From an optimization exercise on the open Yosys and OpenROAD flow, aimed at small area and a short achievable clock period; shortcuts taken in it are not production practice.
At most, simulation tests tie the RTL to the original design; equivalence was not proved.
Function not checked in run 1: the RTL went through the layout flow alone.

==> design/flow/flow/run.sh <==
#!/bin/bash
set -e
export BUFFER_PORTS_ARGS="-buffer_cell sky130_fd_sc_hd__buf_1"
bash standard.sh > standard_flow.log 2>&1
==> design/flow/standard.sh <==
#!/bin/bash
# synth_recipe.tcl (not shown) runs the flow's synth.tcl, then flattens the netlist and writes it again
# the make line also repeats each setting of config.mk as NAME=value (left out here)
make -C /OpenROAD-flow-scripts/flow DESIGN_CONFIG=/design/flow/config.mk WORK_HOME=/design/flow/orfs CLKGATE_MAP_FILE= SYNTH_SCRIPT=/design/flow/synth_recipe.tcl "${@:-finish}"
==> design/flow/config.mk <==
export PLATFORM = sky130hd
export DESIGN_NAME = mdu_sequencer
export DESIGN_NICKNAME = mdu_sequencer
export VERILOG_FILES = /design/flow/design.v
export SDC_FILE = /design/flow/constraint.sdc
export NUM_CORES = 4
export LEC_CHECK = 0
export ABC_AREA = 1
export CAP_MARGIN = 20
export CORE_MARGIN = 2
export CORE_UTILIZATION = 40
export CTS_BUF_LIST = sky130_fd_sc_hd__clkbuf_8
export SLEW_MARGIN = 20
==> design/flow/constraint.sdc <==
create_clock -name core_clock -period 85.0 [get_ports {clk}]
set_input_delay 17.0000 -clock core_clock [delete_from_list [all_inputs] [get_ports {clk}]]
set_output_delay 17.0000 -clock core_clock [all_outputs]
set_load 0.01 [all_outputs]
==> design/flow/design.v <==
module mdu_sequencer #(
  parameter int unsigned MULT_CYCLES = 5,
  parameter int unsigned DIV_CYCLES  = 10
) (
  input  logic        clk,
  input  logic        reset,
  input  logic        start,
  input  logic [2:0]  mdu_op,
  input  logic [31:0] a,
  input  logic [31:0] b,
  input  logic        cancel,
  input  logic        d_is_md,
  output logic        busy,
  output logic        stall_md,
  output logic [31:0] hi,
  output logic [31:0] lo
);
  localparam int W = 36;
  localparam int BS = 10;
  logic cancel_w;
  assign cancel_w = cancel;
  logic          busy_q, fin_q;
  logic [3:0]    cyc_q;
  logic          mul_q, sgn_q, sa_q, c8_q, take_q;
  logic [31:0]   d_q;
  logic [33:0]   r_q;    
  logic [35:0]   q_q;
  logic [31:0]   hi_q, lo_q;
  function automatic logic [W-1:0] add_row(input logic [W-1:0] x, input logic [W-1:0] y,
                                           input logic ci);
    logic [W/BS+1:0] gb;
    logic [W-1:0] s0, s;
    logic         cc, cb, t;
    cc = ci;
    for (int j = 0; j < W; j++) begin
      if (j % BS == 0 && j != 0) cc = 1'b0;
      s0[j] = x[j] ^ y[j] ^ cc;
      cc    = (x[j] & y[j]) | (cc & (x[j] ^ y[j]));
      if ((j + 1) % BS == 0 || j == W - 1) gb[j/BS] = cc;
    end
    s  = s0;
    cb = gb[0];
    for (int k = BS; k < W; k += BS) begin
      t = 1'b1;
      for (int j = k; j < k + BS && j < W; j++) begin
        s[j] = s0[j] ^ (cb & t);
        t    = t & s0[j];
      end
      cb = gb[k/BS] | (cb & t);
    end
    add_row = s;
  endfunction
  logic fin, dsign;
  logic [W-1:0] dx;
  assign fin   = fin_q;
  assign dsign = sgn_q & d_q[31];
  assign dx    = {{(W-32){dsign}}, d_q};
  function automatic logic [W-1:0] ysel(input logic [W-1:0] d, input logic s1, input logic s2,
                                        input logic s4, input logic ng);
    ysel = ((d & {W{s1}}) | ({d[W-2:0], 1'b0} & {W{s2}}) | ({d[W-3:0], 2'b0} & {W{s4}}))
           ^ {W{ng}};
  endfunction
  function automatic logic [2:0] booth(input logic b2, input logic b1, input logic b0);
    logic single, double, ng;
    single = b1 ^ b0;
    double = (b2 & ~b1 & ~b0) | (~b2 & b1 & b0);
    ng     = b2 & ~(b1 & b0);
    booth = {ng, double, single};
  endfunction
  logic [2:0] bd1, bd2, bd3, bd4;
  assign bd1 = booth(q_q[3], q_q[2], q_q[1]);
  assign bd2 = booth(q_q[5], q_q[4], q_q[3]);
  assign bd3 = booth(q_q[7], q_q[6], q_q[5]);
  assign bd4 = booth(q_q[9], q_q[8], q_q[7]);
  logic [W-1:0] x1, x2, x3, x4, s1, s2, s3, s4, o1, o2, o3, o4;
  logic sub1, sub2, sub3, sub4;
  logic take, zr, zt, negr, inc;
  logic c1a, c1b, c1c, n1, c2a, c2b, n2, c3a, c3b, n3, c4a, c4b, n4;
  assign x1   = {{(W-34){r_q[33]}}, r_q};
  assign sub1 = ~(x1[W-1] ^ dsign);
  always_comb begin
    c1a = 1'b0; c1b = 1'b0; c1c = 1'b0; n1 = 1'b0;
    if (!mul_q) begin
      if (!fin) begin c1a = 1'b1; n1 = sub1; end
      else      begin c1b = ~take_q; n1 = ~take_q & ~q_q[2]; end
    end else if (!fin) begin
      c1b = bd1[0]; c1c = bd1[1]; n1 = bd1[2];
    end else begin
      c1b = ~sgn_q & q_q[1];
    end
  end
  assign s1 = add_row(x1, ysel(dx, c1a, c1b, c1c, n1), n1);
  assign o1 = (mul_q && !fin) ? {{3{s1[W-1]}}, s1[W-1:3]} : {s1[W-2:0], q_q[34]};
  assign x2   = o1;
  assign sub2 = ~(x2[W-2] ^ dsign);
  assign c2a  = ~fin & (mul_q ? bd2[0] : 1'b1);
  assign c2b  = ~fin & mul_q & bd2[1];
  assign n2   = ~fin & (mul_q ? bd2[2] : sub2);
  assign s2   = add_row(x2, ysel(dx, c2a, c2b, 1'b0, n2), n2);
  assign o2   = mul_q ? {{3{s2[W-2]}}, s2[W-2:2]} : {s2[W-3], s2[W-3:0], q_q[33]};
  assign x3   = o2;
  assign sub3 = ~(x3[W-2] ^ dsign);
  assign c3a  = ~fin & (mul_q ? bd3[0] : ~c8_q);
  assign c3b  = ~fin & (mul_q ? bd3[1] : c8_q);
  assign n3   = ~fin & (mul_q ? bd3[2] : sub3);
  assign s3   = add_row(fin ? {5'd0, q_q[33:3]} : x3, ysel(dx, c3a, c3b, 1'b0, n3), n3 | inc);
  assign o3   = mul_q ? {{3{s3[W-2]}}, s3[W-2:2]} : {s3[W-3], s3[W-3:0], q_q[32]};
  assign x4   = o3;
  assign sub4 = ~(x4[W-2] ^ dsign);
  assign c4a  = mul_q ? bd4[0] : ~c8_q;
  assign c4b  = mul_q & bd4[1];
  assign n4   = mul_q ? bd4[2] : sub4 & ~c8_q;
  assign s4   = add_row(x4, ysel(dx, c4a, c4b, 1'b0, n4), n4);
  assign o4   = (mul_q || c8_q) ? {{2{s4[W-2]}}, s4[W-2:1]} : {s4[W-2:0], q_q[31]};
  logic [3:0] dg;
  assign dg = {~(s1[W-2] ^ dsign), ~(s2[W-2] ^ dsign), ~(s3[W-2] ^ dsign), ~(s4[W-2] ^ dsign)};
  assign negr = s2[W-2];
  assign zr   = ~|s2[W-2:0];
  assign zt   = ~|s3[W-2:1];
  assign take = (~sa_q & negr) | (sa_q & ~negr & ~zr) | (sa_q & negr & zt);
  logic [31:0] lo_res, hi_res;
  assign inc    = fin & ~mul_q & take_q & q_q[2];
  assign lo_res = {s3[30:0], mul_q ? q_q[2] : ~take_q};
  assign hi_res = s2[33:2];
  logic st, commit, dz;
  assign st     = start & ~busy_q & ~cancel_w;
  assign dz     = ~|d_q;
  assign commit = busy_q & fin & ~cancel_w & (mul_q | ~dz);
  always_ff @(posedge clk or negedge reset) begin
    if (!reset) begin
      busy_q <= 1'b0;
      hi_q   <= 32'd0;
      lo_q   <= 32'd0;
    end else begin
      if (!busy_q) busy_q <= st & ~mdu_op[2];
      else         busy_q <= ~cancel_w & ~fin;
      if (st && mdu_op == 3'd4) hi_q <= a;
      else if (commit)          hi_q <= hi_res;
      if (st && mdu_op == 3'd5) lo_q <= a;
      else if (commit)          lo_q <= lo_res;
    end
  end
  always_ff @(posedge clk) begin
    if (!busy_q) begin
      cyc_q <= 4'd0;
      fin_q <= 1'b0;
      mul_q <= ~mdu_op[1];
      sgn_q <= ~mdu_op[0];
      sa_q  <= a[31] & ~mdu_op[0];
      d_q   <= b;
      r_q   <= {34{a[31] & ~mdu_op[0] & mdu_op[1]}};
      q_q   <= {{2{a[31] & ~mdu_op[0]}}, a, 2'b00};
      c8_q  <= 1'b0;
    end else begin
      cyc_q <= cyc_q + 4'd1;
      fin_q <= mul_q ? (cyc_q == 4'd3) : (cyc_q == 4'd8);
      c8_q  <= ~mul_q & (cyc_q == 4'd7);
      take_q <= take;
      r_q   <= o4[33:0];
      q_q[35:34] <= q_q[31:30];
      q_q[33:1]  <= mul_q ? {s4[1:0], s3[1:0], s2[1:0], s1[2:1], q_q[33:9]}
                          : {q_q[29:0], dg[3:1]};
      q_q[0]     <= dg[0];
    end
  end
  assign busy     = busy_q;
  assign stall_md = d_is_md & (start | busy_q);
  assign hi       = hi_q;
  assign lo       = lo_q;
endmodule
==> results of run 1 <==
-- synth_stat cells, types with 17 or more instances --
cell type,n,area (sq um)
o21ai_0,206,1031
edfxtp_1,36,1081
clkbuf_1,86,322.8
nand2_2,22,137.6
a21oi_1,47,235.2
nand2_1,360,1351
buf_1,18,67.56
xor2_1,139,1217
fa_1,122,2442
a22oi_1,39,292.8
o22ai_1,105,656.9
o221ai_1,70,613.1
inv_1,227,852.1
xnor2_1,39,341.6
nor2_1,80,300.3
dfxtp_1,75,1501
ha_1,29,362.9
o211ai_1,22,165.2
nand3_1,63,315.3
dfrtp_1,65,1627
nor4_1,17,106.4
-- per-layer routing --
layer | share of wire [%] | up-vias
li1 | - | 6869
met1 | 42 | 7446
met2 | 45 | 787
met3 | 8.6 | 147
met4 | 4.4 | 2
met5 | 0.022 | -
-- path summary, 6_finish.rpt --
path                                  to  slack (ps)  cells after the start
worst max-delay path            stall_md       50620                      3
worst min-delay path            cyc_q[0]         490                      1
worst max register to register   r_q[33]       55460                    133
worst min register to register  cyc_q[0]         490                      1
max in group asynchronous         busy_q       67740                      2
min in group asynchronous       hi_q[13]       16650                      2
-- metrics by stage --
step,hold slack (ps),cell area (sq um),std cells,util [%]
after floorplan,441.7,15880,1983,-
after global placement,458.1,16910,2560,43.44
after detailed placement,460.8,16910,2560,43.44
after CTS,492.7,17330,2592,44.53
after global routing,513.6,17330,2592,44.53
final,486.8,17330,2593,44.54
-- layout make-up --
type	count	area, sq um
Timing Repair Buffer	171	770.7
Clock buffer	17	234.0
Sequential cell	176	4210
Antenna cell	1	2.502
Fill cell	3989	21580
Multi-Input combinational cell	1453	10370
Clock inverter	15	191.4
Inverter	242	908.4
Tap cell	518	648.1
-- flip-flops by register name (all words and copies together) (netlist names) --
signal and count:
q_q 35, r_q 34, d_q 32, hi_q 32, lo_q 32, cyc_q 4
busy_q 1, c8_q 1, fin_q 1, mul_q 1, sa_q 1, sgn_q 1
take_q 1
-- logic make-up after synthesis --
family / synth area share, %
compound gates: 19.82
xor+xnor: 9.920
fa+ha+maj: 17.66
buf+inv: 8.478
flops: 26.50
simple gates: 17.61
-- layout by cell type, fill, tap and decap left out, types with 36 or more instances in the layout --
cell	count
dfxtp_1	75
inv_1	228
xnor2_1	39
o21ai_0	206
buf_1	136
nor2_1	76
nand2_1	360
a21oi_1	46
edfxtp_1	36
fa_1	122
xor2_1	139
o221ai_1	70
a22oi_1	39
nand3_1	61
dfrtp_1	64
o22ai_1	105
-- worst max-delay path: stages --
cell and delay (ps):
buf_1 90, o21a_1 170, buf_1 120
==> flow_metrics.tcl, run 1 <==
set metrics [dict create \
    syn_nets 2206 \
    synth-edff-count 36 \
    syn-cell-area_sq_mm 0.01588 \
    async_flop_share_pct 36.93 \
    drv_slew 0 \
    finalCritPeriodShare_pct 40.44 \
    ys_warn_count 1 \
    final_nets 2284 \
    clk_pin_slew_ps 100 \
    htree_levels 4 \
    grt_max_degree 72 \
    min-delay-start "cyc_q[0]" \
    grtUsageMet1_pct 42.28 \
    worst-endpoint-required_ps 68000 \
    max_freq_ghz 0.02909 \
    pre_cts_ws_ps 50630 \
    cts_hold_buf 0 \
    clkLatencyLatePin_ps 540 \
    synth_cell_types 56 \
    dieArea_sq_mm 0.04131 \
    min_path_type "reg2reg" \
    ys_ff_latch 176 \
    drcViolationCount 0 \
    fp-row-count 72 \
    met2_usage_pct 47.21 \
    slew_headroom_pct 30.39 \
    core_area_sq_mm 0.03892 \
    grt_pass1_vias 14830 \
    ios 138 \
    syn_to_final_growth_pct 9.155 \
    finalSetupTns_ps 0 \
    drt-vias-per-instance 5.882 \
    grt_pass1_wl_microns 93560 \
    clock_path_buffers 2 \
    wl_per_cell_microns 24.08 \
    clock_skew_ps 32.30 \
    synthCells 1983 \
    cts-resized-gates 0 \
    hpwl_microns 47930 \
    cts.sinks 176 \
    setup_viol 0 \
    numCtsBuffers 17 \
    critPathCaptureType "output port" \
    place_congestion 0.9882 \
    timing.critical_path.from "start" \
    drtIter0Drc 1833 \
    startpoint_type "input port" \
    r2r-start "mul_q" \
    die_w_microns 203.3 \
    layout-drive-gt1-share_pct 7.715 \
    initial_utilization_pct 40.81 \
    status "timing/DRC/antenna clean" \
    drtAntennaViolNets 0 \
    cap_violations 0 \
    met3_usage_pct 5.129 \
    dieHeight_microns 203.3 \
    io_buffer_count 137 \
    crit_arrival_ps 17380 \
    hold_viol_final 0 \
    dr.pass1.iters 6 \
    antenna_found_initial 1 \
    post_cts_buffers 0 \
    ys_seq_area_share_pct 26.50 \
    synth-main-ff-cell "dfxtp_1" \
    max_slew.worst_pin.slew_ps 1041 \
    overflow 0 \
    cts_root_buf "clkbuf_8" \
    criticalPathCategory "in2out" \
    cts_tree "done" \
    vias 15250 \
    top_usage_layer "met2" \
    finalCriticalPeriod_ps 34380 \
    cp_max_fo 2 \
    worst_slack_ps 50620 \
    grtUsageTotal_pct 30.60 \
    syn_avg_cell_area_sq_um 8.008 \
    rsz0062_at_grt "false" \
    wirelength_microns 62440 \
]
==> run 2: changes to the inputs <==
--- a/design/flow/design.v
+++ b/design/flow/design.v
@@ -17,5 +17,5 @@
 );
   localparam int W = 36;
-  localparam int BS = 10;
+  localparam int BS = 11;
   logic cancel_w;
   assign cancel_w = cancel;
==> run 2 against run 1 <==
Still clean. Final cell count down 1.6%. Area after synthesis decreased by 1.8%. Maximum frequency barely moved. Largest cell class unchanged.
==> flow_metrics.tcl, run 2 <==
set metrics [dict create \
    hpwl_microns 41690 \
    cts_root_buf "clkbuf_8" \
    ys_seq_area_share_pct 26.98 \
    final_cell_mix "nand2_1, inv_1, o21ai_0" \
    synth_common_cells "nand2_1, inv_1, o21ai_0" \
    antenna_cells 0 \
    multi_input_area_sq_mm 0.01007 \
    clkLatencyLatePin_ps 530 \
    core_area_sq_mm 0.03856 \
    synth-main-ff-cell "dfxtp_1" \
    cts.sinks 176 \
    synth_most_common_cell "nand2_1" \
    slew_headroom_pct 32.21 \
    max_slew.worst_pin.slew_ps 1016 \
    fin_cells 2551 \
    crit_arrival_ps 17370 \
    initial_utilization_pct 40.46 \
    final_common_cell "nand2_1" \
    synth_top_area_share_pct 15.79 \
    final_nets 2244 \
    cts_tree "done" \
    grt_pass1_vias 14270 \
    ys_ff_latch 176 \
    grtUsageTotal_pct 26.99 \
    wl_per_cell_microns 21.57 \
    async_flop_share_pct 36.93 \
    status "timing/DRC/antenna clean" \
    criticalPathCategory "in2out" \
    synthCells 1950 \
    clock_skew_ps 27.10 \
    worst-endpoint-required_ps 68000 \
    drv_slew 0 \
    drcViolationCount 0 \
    synth-xor-area-share_pct 10.05 \
    startpoint_type "input port" \
    io_buffer_count 137 \
    finalCriticalPeriod_ps 34370 \
    cp_max_fo 2 \
    htree_levels 4 \
    ios 138 \
    synthTopCellsByArea "fa_1, dfrtp_1, dfxtp_1, nand2_1, xor2_1" \
    finalCritPeriodShare_pct 40.43 \
    n_fill_cell 4044 \
    slowest_stage "o21a_1" \
    drtAntennaViolNets 0 \
    layout-drive-gt1-share_pct 6.099 \
    numCtsBuffers 17 \
    crit_top_cell "buf_1" \
    dieArea_sq_mm 0.04059 \
    seq_area_sq_mm 0.004210 \
    grt_max_degree 85 \
    wirelength_microns 55020 \
    vias 14600 \
    syn_avg_cell_area_sq_um 7.999 \
    cap_violations 0 \
    synth_mux_area_share_pct 0 \
    yosys.area_share.simple_pct 16.38 \
    grt_pass1_wl_microns 84690 \
    drt-vias-per-instance 5.722 \
    dr.pass1.iters 5 \
    synth-compound-area-share_pct 19.70 \
    largest_register "q_q" \
    reg_top3 "q_q: 35 flops, r_q: 34 flops" \
    synth-edff-count 36 \
    crit_chain "buf_1, o21a_1, buf_1" \
    antenna_found_initial 2 \
    post_cts_buffers 0 \
    syn_to_final_growth_pct 8.960 \
    dieHeight_microns 201.5 \
    setup_viol 0 \
    min_path_type "reg2reg" \
    dpl.cell_count 2519 \
    syn-cell-area_sq_mm 0.01560 \
    overflow 0 \
    cts-resized-gates 0 \
    synth_top_family_by_area "compound AO/OA/AOI/OAI gates" \
    hold_viol_final 0 \
    max_freq_ghz 0.02910 \
    critPathCaptureType "output port" \
    whs_ps 490.6 \
    synth_top_area_cell "fa_1" \
    drtIter0Drc 1421 \
    rsz0062_at_grt "false" \
    place_congestion 0.9302 \
    clock_path_buffers 2 \
    pre_cts_ws_ps 50630 \
    finalSetupTns_ps 0 \
    synthAdderAreaFrac_pct 18.11 \
    cts_hold_buf 0 \
    clk_pin_slew_ps 100 \
    worst_slack_ps 50630 \
    synth_cell_types 49 \
    fp-row-count 72 \
    largest_reg_flops 35 \
    ys_warn_count 1 \
    die_w_microns 201.5 \
    critPathMaxStageDelay_ps 160 \
    syn_nets 2174 \
]
## run 2: layer usage
layer	part of all wire [%]	GRT usage, %	vias to the layer above
met2	44	41.90	684
met1	45	38.66	7080
li1	-	-	6729
met5	0.045	0	-
met3	7.8	3.434	101
met4	3.2	9.611	4
## run 2: kinds of logic after synthesis
logic type                 count (synthesis)
xor gates and xnor gates                 179
AOI/OAI and AO/OA                        507
DFF                                      176
buffers and inverters                    359
adders and majority gates                152
and+or+nand+nor                          577
## run 2: area by class of cell
cell class	instances	share of cell area (%)
timing repair buffer	165	4.270
clock inverter	14	1.053
multi-input combinational	1415	59.22
tap	518	3.813
sequential	176	24.77
inverter	245	5.411
clock buffer	18	1.458
## run 2: metrics by stage
stage / instance area, sq um / util [%]
3_3_place_gp: 16570 / 42.97
3_5_place_dp: 16570 / 42.97
4_1_cts: 17000 / 44.08
6_report: 17000 / 44.08
5_1_grt: 17000 / 44.08
2_1_floorplan: 15600 / -
## run 2: worst max-delay path, delay by kind of cell
family	cells	cell delay [ps]
AO/OA/AOI/OAI	1	160
buffers and inverters	2	210
## run 2: worst paths after layout
path / startpoint / endpoint / slack, ps / depth (start not counted)
max: start / stall_md / 50630 / 3
min: cyc_q[0] / cyc_q[0] / 490 / 1
max reg2reg: mul_q / r_q[33] / 51520 / 146
min reg2reg: cyc_q[0] / cyc_q[0] / 490 / 1
max in group asynchronous: reset / busy_q / 67740 / 2
min in group asynchronous: reset / hi_q[27] / 16660 / 2
==> run 3: changes to the inputs <==
--- a/design/flow/design.v
+++ b/design/flow/design.v
@@ -17,5 +17,5 @@
 );
   localparam int W = 36;
-  localparam int BS = 11;
+  localparam int BS = 9;
   logic cancel_w;
   assign cancel_w = cancel;
==> design/flow/flow/run.sh (replaced) <==
#!/bin/bash
# The standard ORFS layout with these changes:
#  - ABC maps with its area-oriented standard-cell mapper (amap) instead of
#    "map -B 0.9" (a private copy of the ORFS scripts with only
#    abc_area.script replaced; registers and all other steps unchanged);
#  - port buffers use the smallest plain buffer (buf_1).
set -e
rm -rf orfs_scripts
cp -r "$FLOW_HOME/scripts" orfs_scripts
cp flow/abc_area.script orfs_scripts/abc_area.script
export SCRIPTS_DIR="$PWD/orfs_scripts"
export BUFFER_PORTS_ARGS="-buffer_cell sky130_fd_sc_hd__buf_1"
export SETUP_SLACK_MARGIN=50.6
bash standard.sh > standard_flow.log 2>&1
==> design/flow/flow/abc_area.script (new file) <==
strash
dch
amap
topo
stime -c
buffer -c
upsize -c
dnsize -c
==> run 3 against run 2 <==
Area after synthesis decreased by 4.6%. Final cell count down 6.4%. Worst hold slack lost 34 ps. Cell area shrank 2.3%. First-iteration DRC count rose by 30%. Setup slack improved by 5.4 ps. Critical path depth did not move. Routed wire length grew 5.8%. Count of clock-buffer cells in the layout rose by 1. Critical path type unchanged.
==> flow_metrics.tcl, run 3 <==
set metrics [dict create \
    status "timing/DRC/antenna clean" \
    slew_headroom_pct 21.91 \
    antenna_found_initial 1 \
    synth-edff-count 36 \
    largest_reg_flops 35 \
    dieHeight_microns 196.8 \
    reg_top3 "q_q: 35 flops, r_q: 34 flops" \
    min_path_type "reg2reg" \
    clock_path_buffers 2 \
    cts_root_buf "clkbuf_8" \
    crit_buf_inv 2 \
    synth-main-ff-cell "dfxtp_1" \
    synth_top_area_cell "fa_1" \
    crit_arrival_ps 17360 \
    drtIter0Drc 1845 \
    dieArea_sq_mm 0.03874 \
    startpoint_type "input port" \
    max_slew.worst_pin.slew_ps 1171 \
    clock_skew_ps 21.94 \
    hold_viol_final 0 \
    core_area_sq_mm 0.03661 \
    setup_viol 0 \
    dr.pass1.iters 9 \
    synthCells 1824 \
    synth_most_common_cell "nor2_1" \
    ys_ff_latch 176 \
    die_w_microns 196.8 \
    crit_top_cell "buf_1" \
    syn_nets 2047 \
    place_congestion 0.9643 \
    synthTopCellsByArea "fa_1, dfrtp_1, dfxtp_1, o22ai_1, edfxtp_1" \
    cts.sinks 176 \
    final_common_cell "nor2_1" \
    syn_avg_cell_area_sq_um 8.155 \
    clk_pin_slew_ps 100 \
    drtAntennaViolNets 0 \
    grt_max_degree 98 \
    final_core_util_pct 45.38 \
    final_nets 2130 \
    ys_warn_count 1 \
    layout-drive-gt1-share_pct 8.073 \
    hpwl_microns 42900 \
    drt-vias-per-instance 6.347 \
    cts_hold_buf 0 \
    antenna_cells 0 \
    syn-cell-area_sq_mm 0.01487 \
    fp-row-count 70 \
    wl_met1_microns 23640 \
    clkLatencyLatePin_ps 530 \
    cts_tree "done" \
    routed.top_layer "met5" \
    cp_max_fo 2 \
    largest_register "q_q" \
    ios 138 \
    final_cell_mix "nor2_1, o21ai_0, o22ai_1" \
    cap_violations 0 \
    wirelength_microns 58230 \
    finalCriticalPeriod_ps 34360 \
    initial_utilization_pct 40.63 \
    rsz0062_at_grt "false" \
    numCtsBuffers 17 \
    vias 15160 \
    io_buffer_count 137 \
    worst-endpoint-required_ps 68000 \
    overflow 0 \
    max_freq_ghz 0.02910 \
    synth_top_area_share_pct 16.42 \
    fin_cells 2388 \
    drcViolationCount 0 \
    grt_pass1_wl_microns 86350 \
    grt_pass1_vias 14140 \
    dr_wl_met3_microns 5313 \
    crit_chain "buf_1, o21a_1, buf_1" \
    critPathMaxStageDelay_ps 160 \
    syn_to_final_growth_pct 11.68 \
    critPathCaptureType "output port" \
    dpl.cell_count 2341 \
    drv_slew 0 \
    dr_wl_met2_microns 26960 \
    criticalPathCategory "in2out" \
    synth_cell_types 59 \
    finalCritPeriodShare_pct 40.43 \
    grtUsageTotal_pct 29.50 \
    crit_family "buffers and inverters" \
    synth_common_cells "nor2_1, o21ai_0, o22ai_1" \
    wl_per_cell_microns 24.39 \
    finalSetupTns_ps 0 \
    htree_levels 4 \
    slowest_stage "o21a_1" \
    ys_seq_area_share_pct 28.30 \
    async_flop_share_pct 36.93 \
]
==> run 3: cell count changes in the layout (fill, tap and decap cells not counted), moves of 20 or more <==
cell,before,now
nand2_1,325,140
xor2_1,131,3
a22oi_1,10,127
nor2_1,94,196
a21oi_1,73,157
inv_1,206,139
o221ai_1,68,6
nand3_1,63,10
xnor2_1,48,0
a222oi_1,0,47
o22ai_1,141,178
clkinv_1,32,1
and3_1,0,20
==> run 3: final timing paths <==
path / start / end / slack, ps / depth (start not counted)
setup / recovery: start / stall_md / 50640 / 3
hold / removal: cyc_q[0] / cyc_q[0] / 460 / 1
setup reg to reg: mul_q / r_q[33] / 52860 / 174
hold reg to reg: cyc_q[0] / cyc_q[0] / 460 / 1
max in group asynchronous: reset / lo_q[29] / 67790 / 2
min in group asynchronous: reset / hi_q[20] / 16660 / 2
==> run 3: kinds of logic after synthesis <==
kind of cell,after synthesis,synth area share (%)
DFF,176,28.30
and+or+nand+nor,435,12.59
xor gates and xnor gates,3,0.1767
buffers and inverters,295,7.630
AOI/OAI and AO/OA,764,32.44
adders and majority gates,151,18.86
==> run 3: cell type report <==
cell class	instances	area, sq um
fill	3701	20000
tap	468	585.6
timing repair buffer	195	1080
timing repair inverter	1	5.005
sequential	176	4209
inverter	162	623.1
clock buffer	19	261.5
clock inverter	13	160.2
multi-input combinational	1354	9688
==> run 3: repair_timing <==
item                       4_1_cts  5_1_grt
hold endpoints to repair         0        0
setup endpoints to repair        0       20
gates resized for setup          0       35
buffers inserted                 0       10
==> run 3: routing by layer <==
layer  up-vias  GRT usage (%)
li1       6862              -
met1      7355          39.72
met2       781          47.09
met3       156          5.099
met4         2          12.09
met5         -              0
==> run 3: through the flow <==
step                      area, sq um  setup WS, ps  hold slack (ps)
after CTS                       16320         50640            458.1
final                           16610         50640            456.6
after floorplan                 14870         50820            410.0
after detailed placement        15900         50640            434.2
after global placement          15900         50640            423.8
after global routing            16610         50530            498.4
==> run 4: changes to the inputs <==
==> design/flow/flow/run.sh (replaced) <==
#!/bin/bash
# The standard ORFS layout with two changes:
#  - ABC maps with its area-oriented standard-cell mapper (amap) instead of
#    "map -B 0.9" (a private copy of the ORFS scripts with only
#    abc_area.script replaced; registers and all other steps are unchanged);
#  - port buffers use the smallest plain buffer (buf_1).
set -e
rm -rf orfs_scripts
cp -r "$FLOW_HOME/scripts" orfs_scripts
cp flow/abc_area.script orfs_scripts/abc_area.script
export SCRIPTS_DIR="$PWD/orfs_scripts"
export BUFFER_PORTS_ARGS="-buffer_cell sky130_fd_sc_hd__buf_1"
bash standard.sh > standard_flow.log 2>&1
==> run 4 against run 3 <==
Area after synthesis did not move. Core utilization fell by 0.79 points. Setup slack barely moved. Largest cell class unchanged. Critical path type unchanged. Count of clock-buffer cells in the layout did not move. Critical path depth did not move. Global-route usage did not move. Register-to-register slack got worse by 2100 ps. Clock skew rose by 2.1 ps. Via count fell by 0.59%. First-iteration DRC count fell by 3.5%.
==> flow_metrics.tcl, run 4 <==
set metrics [dict create \
    drtAntennaViolNets 0 \
    post_cts_buffers 0 \
    dieHeight_microns 196.8 \
    synthCells 1824 \
    grtUsageTotal_pct 29.50 \
    setup_viol 0 \
    slowest_stage "o21a_1" \
    cp_max_fo 2 \
    cts_tree "done" \
    clkLatencyLatePin_ps 530 \
    crit_top_cell "buf_1" \
    final_common_cell "nor2_1" \
    synth_common_cells "nor2_1, o21ai_0, o22ai_1" \
    synth-main-ff-cell "dfxtp_1" \
    overflow 0 \
    r2r-start "sgn_q" \
    synth_top_area_share_pct 16.42 \
    grt_pass1_wl_microns 86350 \
    final_core_util_pct 44.59 \
    finalCritPeriodShare_pct 40.43 \
    cts-resized-gates 0 \
    dpl.cell_count 2341 \
    numCtsBuffers 17 \
    vias 15070 \
    dr_wl_met2_microns 26330 \
    dieArea_sq_mm 0.03874 \
    core_area_sq_mm 0.03661 \
    criticalPathCategory "in2out" \
    r2r_setup_slack_ps 50790 \
    syn-cell-area_sq_mm 0.01487 \
    crit_family "buffers and inverters" \
    clk_pin_slew_ps 100 \
    die_w_microns 196.8 \
    syn_to_final_growth_pct 9.741 \
    clock_path_buffers 2 \
    synth_cell_types 59 \
    syn_nets 2047 \
    max_slew.worst_pin.slew_ps 1176 \
    worst-path-stages 3 \
    finalCriticalPeriod_ps 34360 \
    crit_arrival_ps 17360 \
    rsz0062_at_grt "false" \
    synth_most_common_cell "nor2_1" \
    r2r.worst_path.cells 187 \
    dr_wl_met3_microns 5309 \
    critPathMaxStageDelay_ps 160 \
    async_flop_share_pct 36.93 \
    hold_viol_final 0 \
    hpwl_microns 42900 \
    drtIter0Drc 1780 \
    cts_hold_buf 0 \
    placed_area_sq_mm 0.01590 \
    wl_per_cell_microns 24.11 \
    crit_chain "buf_1, o21a_1, buf_1" \
    cts_root_buf "clkbuf_8" \
    htree_levels 4 \
    initial_utilization_pct 40.63 \
    finalSetupTns_ps 0 \
    ys_seq_area_share_pct 28.30 \
    fp-row-count 70 \
    drcViolationCount 0 \
    cts.sinks 176 \
    largest_register "q_q" \
    final_cell_mix "nor2_1, o21ai_0, o22ai_1" \
    timing.critical_path.from "start" \
    ys_warn_count 1 \
    final_nets 2115 \
    fin_cells 2373 \
    wirelength_microns 57220 \
    dr.pass1.iters 9 \
    ios 138 \
    largest_reg_flops 35 \
    synth_top_area_cell "fa_1" \
    reg_top3 "q_q: 35 flops, r_q: 34 flops" \
    antenna_found_initial 1 \
    endpoint "stall_md" \
    grt_max_degree 98 \
    synthTopCellsByArea "fa_1, dfrtp_1, dfxtp_1, o22ai_1, edfxtp_1" \
    n_fill_cell 3720 \
    io_buffer_count 137 \
    startpoint_type "input port" \
    synth-edff-count 36 \
    grt_pass1_vias 14140 \
    clock_skew_ps 24.08 \
    crit_buf_inv 2 \
    worst-endpoint-required_ps 68000 \
    wl_met1_microns 23370 \
    antenna_cells 0 \
    slew_headroom_pct 21.60 \
    cap_violations 0 \
    min_path_type "reg2reg" \
    drv_slew 0 \
    ys_ff_latch 176 \
    drt-vias-per-instance 6.349 \
    max_freq_ghz 0.02910 \
    routed.top_layer "met5" \
    syn_avg_cell_area_sq_um 8.155 \
    layout-drive-gt1-share_pct 6.982 \
    status "timing/DRC/antenna clean" \
    place_congestion 0.9643 \
    r2r_end "r_q[33]" \
    critPathCaptureType "output port" \
    finish.instance_area_sq_mm 0.01632 \
]
## run 4: cell types whose count changed in the layout (fill, tap and decap cells not counted), sizes merged
cell      previous run  this run
buf                192       182
clkinv               5         6
clkbuf              22        19
inv                167       168
clkinvlp             3         0
o32ai                4         3
## run 4: final cells by class
cell class	count	area, sq um	area share, %
well taps	468	585.6	3.587
flip-flops and latches	176	4209	25.79
clock inverters	13	160.2	0.9811
inverters	162	610.6	3.741
repair buffers	182	853.3	5.228
multi-input cells	1353	9643	59.08
clock buffers	19	261.5	1.602
## run 4: worst min path at each step
stage	slack [ps]	from	cells past startpoint	end
finish	460	cyc_q[0]	1	cyc_q[0]
global route	500	cyc_q[0]	1	cyc_q[0]
CTS	460	cyc_q[0]	1	cyc_q[0]
detailed placement	430	cyc_q[0]	1	cyc_q[0]
global placement	420	cyc_q[0]	1	cyc_q[0]
floorplan	410	cyc_q[0]	1	cyc_q[0]
## run 4: cell families (layout without fill, tap and decap cells)
family | count (synthesis) | count (layout) | synth area share, %
AOI/OAI and AO/OA | 764 | 764 | 32.44
and+or+nand+nor | 435 | 435 | 12.59
buffers and inverters | 295 | 376 | 7.630
DFF | 176 | 176 | 28.30
adders and majority gates | 151 | 151 | 18.86
xor gates and xnor gates | 3 | 3 | 0.1767
## run 4: through the flow
step	hold WS, ps	setup slack, ps
CTS	458.1	50640
global placement	423.8	50640
finish	455.3	50640
floorplan	410.0	50820
detailed placement	434.2	50640
global route	498.4	48200
## run 4: routing by layer
metal  vias up  track usage [%]
met5         -                0
met4         2            12.09
met3       142            5.099
met2       794            47.09
met1      7295            39.72
li1       6833                -

[port drivers added, routing unchanged]
No port has a modelled driver above. Below, the same layouts with a new extraction and two added sets of constraints.
Step 1 (the two cells are an assumption about what drives the block):
set clk [get_ports {clk}]
set_driving_cell -lib_cell sky130_fd_sc_hd__clkbuf_16 $clk
set_driving_cell -lib_cell sky130_fd_sc_hd__buf_2 [delete_from_list [all_inputs] $clk]
Step 2 also shifts input and output timing later by t, the mid clock arrival at the registers, as if the neighbouring blocks saw the same clock.
a / b / c = ideal ports / drivers / drivers and shift; a / b = the first two.
| run | shift t [ns] | setup WS [ns] | worst setup path after step 2 | worst slew at a driven data input, ns |
|---|---|---|---|---|
| run 1 | 0.576 | 50.625 / 50.601 / 50.601 | input to output | 0.05 |
| run 2 | 0.560 | 50.631 / 50.611 / 50.611 | input to output | 0.04 |
| run 3 | 0.568 | 50.636 / 50.606 / 50.606 | input to output | 0.05 |
| run 4 | 0.567 | 50.636 / 50.605 / 50.605 | input to output | 0.05 |
After both steps setup and hold are still met in every run listed. The setup slack of run 4, which loses most, moves by -0.031 ns with the drivers and by -0.031 ns with both steps.
